This design comes from an exercise in tuning for small area and a short achievable clock period on the open sky130 flow, not from production work. Only simulation tests tie the RTL to the original design; equivalence was not proved. Power and IR drop assume default switching activity.

==> module vc_input_buffer, before the edit <==
module vc_input_buffer #(
    parameter int FLIT_WIDTH = 64,
    parameter int DEPTH      = 16,
    parameter int NUM_VC     = 2,
    parameter int OFF_THRESH = DEPTH - 2,
    parameter int ON_THRESH  = 2,
    localparam int VC_W      = (NUM_VC > 1) ? $clog2(NUM_VC) : 1,
    localparam int CNT_W     = $clog2(DEPTH + 1)
) (
    input  logic                    clk,
    input  logic                    rst,
    input  logic [FLIT_WIDTH-1:0]   flit_in,
    input  logic                    push,
    input  logic [VC_W-1:0]         push_vc,
    input  logic                    pop,
    input  logic [VC_W-1:0]         pop_vc,
    input  logic                    err_clr,
    output logic [FLIT_WIDTH-1:0]   flit_o,
    output logic [NUM_VC-1:0]       full,
    output logic [NUM_VC-1:0]       empty,
    output logic [NUM_VC-1:0]       vc_on,
    output logic [NUM_VC*CNT_W-1:0] count,
    output logic [NUM_VC-1:0]       overflow_err,
    output logic [NUM_VC-1:0]       underflow_err
);
    localparam int BDEPTH = DEPTH - 1;    
    localparam logic [CNT_W-1:0] C_DEPTH = CNT_W'(DEPTH);
    localparam logic [CNT_W-1:0] C_OFF   = CNT_W'(OFF_THRESH);
    localparam logic [CNT_W-1:0] C_ON    = CNT_W'(ON_THRESH);
    logic [FLIT_WIDTH-1:0] w_head [NUM_VC];
    for (genvar v = 0; v < NUM_VC; v++) begin : g_vc
        logic [FLIT_WIDTH-1:0] r_mem [BDEPTH];
        logic [FLIT_WIDTH-1:0] r_head;
        logic [BDEPTH-1:0]     r_wr_oh;    
        logic [BDEPTH-1:0]     r_rd_oh;    
        logic [CNT_W-1:0]      r_count;
        logic                  r_full;
        logic                  r_empty;
        logic                  r_one;      
        logic                  r_vc_on;
        logic                  r_ovf;
        logic                  r_unf;
        logic                  w_push_sel;
        logic                  w_pop_sel;
        logic                  w_pop_acc;
        logic                  w_push_acc;
        logic                  w_ovf_evt;
        logic                  w_unf_evt;
        logic                  w_head_in;    
        logic                  w_head_en;
        logic                  w_rd_adv;
        logic                  w_wr_adv;
        logic [CNT_W-1:0]      w_count_next;
        logic [FLIT_WIDTH-1:0] w_buf_out;
        assign w_push_sel = push && (push_vc == VC_W'(v));
        assign w_pop_sel  = pop  && (pop_vc  == VC_W'(v));
        assign w_pop_acc  = w_pop_sel && !r_empty;
        assign w_push_acc = w_push_sel && (!r_full || w_pop_sel);
        assign w_ovf_evt  = w_push_sel && !w_push_acc;
        assign w_unf_evt  = w_pop_sel && r_empty;
        assign w_head_in = w_push_acc && (r_empty || (w_pop_acc && r_one));
        assign w_head_en = w_pop_acc || (w_push_acc && r_empty);
        assign w_rd_adv  = w_pop_acc && !r_one;
        assign w_wr_adv  = w_push_acc && !r_empty && !(w_pop_acc && r_one);
        assign w_count_next = r_count + CNT_W'(w_push_acc) - CNT_W'(w_pop_acc);
        always_comb begin
            w_buf_out = '0;
            for (int i = 0; i < BDEPTH; i++) begin
                w_buf_out = w_buf_out | ({FLIT_WIDTH{r_rd_oh[i]}} & r_mem[i]);
            end
        end
        for (genvar i = 0; i < BDEPTH; i++) begin : g_ent
            always_ff @(posedge clk) begin
                if (w_push_acc && r_wr_oh[i]) begin
                    r_mem[i] <= flit_in;
                end
            end
        end
        always_ff @(posedge clk) begin
            if (w_head_en) begin
                r_head <= w_head_in ? flit_in : w_buf_out;
            end
        end
        always_ff @(posedge clk) begin
            if (rst) begin
                r_wr_oh  <= BDEPTH'(1);
                r_rd_oh  <= BDEPTH'(1);
                r_count  <= '0;
                r_full   <= 1'b0;
                r_empty  <= 1'b1;
                r_one    <= 1'b0;
                r_vc_on  <= 1'b1;
                r_ovf    <= 1'b0;
                r_unf    <= 1'b0;
            end else begin
                if (w_wr_adv) begin
                    r_wr_oh <= {r_wr_oh[BDEPTH-2:0], r_wr_oh[BDEPTH-1]};
                end
                if (w_rd_adv) begin
                    r_rd_oh <= {r_rd_oh[BDEPTH-2:0], r_rd_oh[BDEPTH-1]};
                end
                r_count <= w_count_next;
                r_full  <= (w_count_next == C_DEPTH);
                r_empty <= (w_count_next == '0);
                r_one   <= (w_count_next == CNT_W'(1));
                if (w_count_next >= C_OFF) begin
                    r_vc_on <= 1'b0;
                end else if (w_count_next <= C_ON) begin
                    r_vc_on <= 1'b1;
                end
                if (w_ovf_evt) begin
                    r_ovf <= 1'b1;
                end else if (err_clr) begin
                    r_ovf <= 1'b0;
                end
                if (w_unf_evt) begin
                    r_unf <= 1'b1;
                end else if (err_clr) begin
                    r_unf <= 1'b0;
                end
            end
        end
        assign w_head[v]                  = r_head;
        assign count[v*CNT_W +: CNT_W]    = r_count;
        assign full[v]                    = r_full;
        assign empty[v]                   = r_empty;
        assign vc_on[v]                   = r_vc_on;
        assign overflow_err[v]            = r_ovf;
        assign underflow_err[v]           = r_unf;
    end
    always_comb begin
        flit_o = '0;
        for (int v = 0; v < NUM_VC; v++) begin
            if (pop_vc == VC_W'(v)) begin
                flit_o = w_head[v];
            end
        end
    end
endmodule
Settings: LEC_CHECK=0, CAP_MARGIN=20, CORE_MARGIN=2, CORE_UTILIZATION=40, SLEW_MARGIN=20; clock period 4.2 ns.
run.sh (not shown) runs the stock make flow with config.mk's settings and CLKGATE_MAP_FILE= SYNTH_SCRIPT=/design/flow/synth_recipe.tcl, a recipe that flattens the netlist after the stock synthesis.
Then changed:
==> flow/design.v (replaced) <==
`default_nettype none
module vc_input_buffer #(
    parameter int FLIT_WIDTH = 64,
    parameter int DEPTH      = 16,
    parameter int NUM_VC     = 2,
    parameter int OFF_THRESH = DEPTH - 2,
    parameter int ON_THRESH  = 2,
    localparam int VC_W      = (NUM_VC > 1) ? $clog2(NUM_VC) : 1,
    localparam int CNT_W     = $clog2(DEPTH + 1)
) (
    input  logic                    clk,
    input  logic                    rst,
    input  logic [FLIT_WIDTH-1:0]   flit_in,
    input  logic                    push,
    input  logic [VC_W-1:0]         push_vc,
    input  logic                    pop,
    input  logic [VC_W-1:0]         pop_vc,
    input  logic                    err_clr,
    output logic [FLIT_WIDTH-1:0]   flit_o,
    output logic [NUM_VC-1:0]       full,
    output logic [NUM_VC-1:0]       empty,
    output logic [NUM_VC-1:0]       vc_on,
    output logic [NUM_VC*CNT_W-1:0] count,
    output logic [NUM_VC-1:0]       overflow_err,
    output logic [NUM_VC-1:0]       underflow_err
);
    localparam int PTR_W = $clog2(DEPTH);
    localparam logic [CNT_W-1:0] C_DEPTH = CNT_W'(DEPTH);
    localparam logic [CNT_W-1:0] C_OFF   = CNT_W'(OFF_THRESH);
    localparam logic [CNT_W-1:0] C_ON    = CNT_W'(ON_THRESH);
    logic [FLIT_WIDTH-1:0] w_head [NUM_VC];
    for (genvar v = 0; v < NUM_VC; v++) begin : g_vc
        logic [FLIT_WIDTH-1:0] r_mem [DEPTH];
        logic [PTR_W-1:0]      r_wr_ptr;
        logic [PTR_W-1:0]      r_rd_ptr;
        logic [CNT_W-1:0]      r_count;
        logic                  r_full;
        logic                  r_empty;
        logic                  r_vc_on;
        logic                  r_ovf;
        logic                  r_unf;
        logic                  w_push_sel;
        logic                  w_pop_sel;
        logic                  w_pop_acc;
        logic                  w_push_acc;
        logic                  w_ovf_evt;
        logic                  w_unf_evt;
        logic [CNT_W-1:0]      w_count_next;
        assign w_push_sel = push && (push_vc == VC_W'(v));
        assign w_pop_sel  = pop  && (pop_vc  == VC_W'(v));
        assign w_pop_acc  = w_pop_sel && (r_count != '0);
        assign w_push_acc = w_push_sel && ((r_count != C_DEPTH) || w_pop_acc);
        assign w_ovf_evt  = w_push_sel && !w_push_acc;
        assign w_unf_evt  = w_pop_sel && !w_pop_acc;
        assign w_count_next = r_count + CNT_W'(w_push_acc) - CNT_W'(w_pop_acc);
        always_ff @(posedge clk) begin
            if (w_push_acc) begin
                r_mem[r_wr_ptr] <= flit_in;
            end
        end
        always_ff @(posedge clk) begin
            if (rst) begin
                r_wr_ptr <= '0;
                r_rd_ptr <= '0;
                r_count  <= '0;
                r_full   <= 1'b0;
                r_empty  <= 1'b1;
                r_vc_on  <= 1'b1;
                r_ovf    <= 1'b0;
                r_unf    <= 1'b0;
            end else begin
                if (w_push_acc) begin
                    r_wr_ptr <= r_wr_ptr + PTR_W'(1);
                end
                if (w_pop_acc) begin
                    r_rd_ptr <= r_rd_ptr + PTR_W'(1);
                end
                r_count <= w_count_next;
                r_full  <= (w_count_next == C_DEPTH);
                r_empty <= (w_count_next == '0);
                if (w_count_next >= C_OFF) begin
                    r_vc_on <= 1'b0;
                end else if (w_count_next <= C_ON) begin
                    r_vc_on <= 1'b1;
                end
                if (w_ovf_evt) begin
                    r_ovf <= 1'b1;
                end else if (err_clr) begin
                    r_ovf <= 1'b0;
                end
                if (w_unf_evt) begin
                    r_unf <= 1'b1;
                end else if (err_clr) begin
                    r_unf <= 1'b0;
                end
            end
        end
        assign w_head[v]                  = r_mem[r_rd_ptr];
        assign count[v*CNT_W +: CNT_W]    = r_count;
        assign full[v]                    = r_full;
        assign empty[v]                   = r_empty;
        assign vc_on[v]                   = r_vc_on;
        assign overflow_err[v]            = r_ovf;
        assign underflow_err[v]           = r_unf;
    end
    always_comb begin
        flit_o = '0;
        for (int v = 0; v < NUM_VC; v++) begin
            if (pop_vc == VC_W'(v)) begin
                flit_o = w_head[v];
            end
        end
    end
endmodule
`default_nettype wire
Result: Core utilization went up by 0.34 points; sequential share of layout area decreases by 5.6 points; total power fell by about 1.3%; die area is higher by about 6%; hold slack gains 0.10 ns; cell count is higher by about 12%.

## re-timing with driven ports
The results above use ideal ports. As a check the final layouts listed here were re-extracted and re-timed, cells and wires unchanged.
Step 1 (the two cells are an assumption about what drives the block):
set clk [get_ports {clk}]
set_driving_cell -lib_cell sky130_fd_sc_hd__clkbuf_16 $clk
set_driving_cell -lib_cell sky130_fd_sc_hd__buf_2 [delete_from_list [all_inputs] $clk]
Step 2 also shifts input and output timing later by t, the mid clock arrival at the registers, as if the neighbouring blocks saw the same clock.
a / b / c = no drivers / after step 1 / after step 2; a / b = the first two.
| run | shift t [ns] | setup slack, ns | hold WS [ns] | worst setup path after step 2 | clock arrival spread, ns |
|---|---|---|---|---|---|
| the first run | 0.918 | 0.819 / 0.796 / 0.280 | 0.386 / 0.319 / 0.498 | input to register | 0.075 / 0.076 |
| the second run | 0.935 | 0.050 / -0.041 / 0.161 | 0.491 / 0.433 / 0.505 | input to output | 0.053 / 0.053 |
After both steps every run listed still meets setup and hold. The setup slack of the first run, which loses most, moves by -0.023 ns with the drivers and by -0.539 ns with both steps.
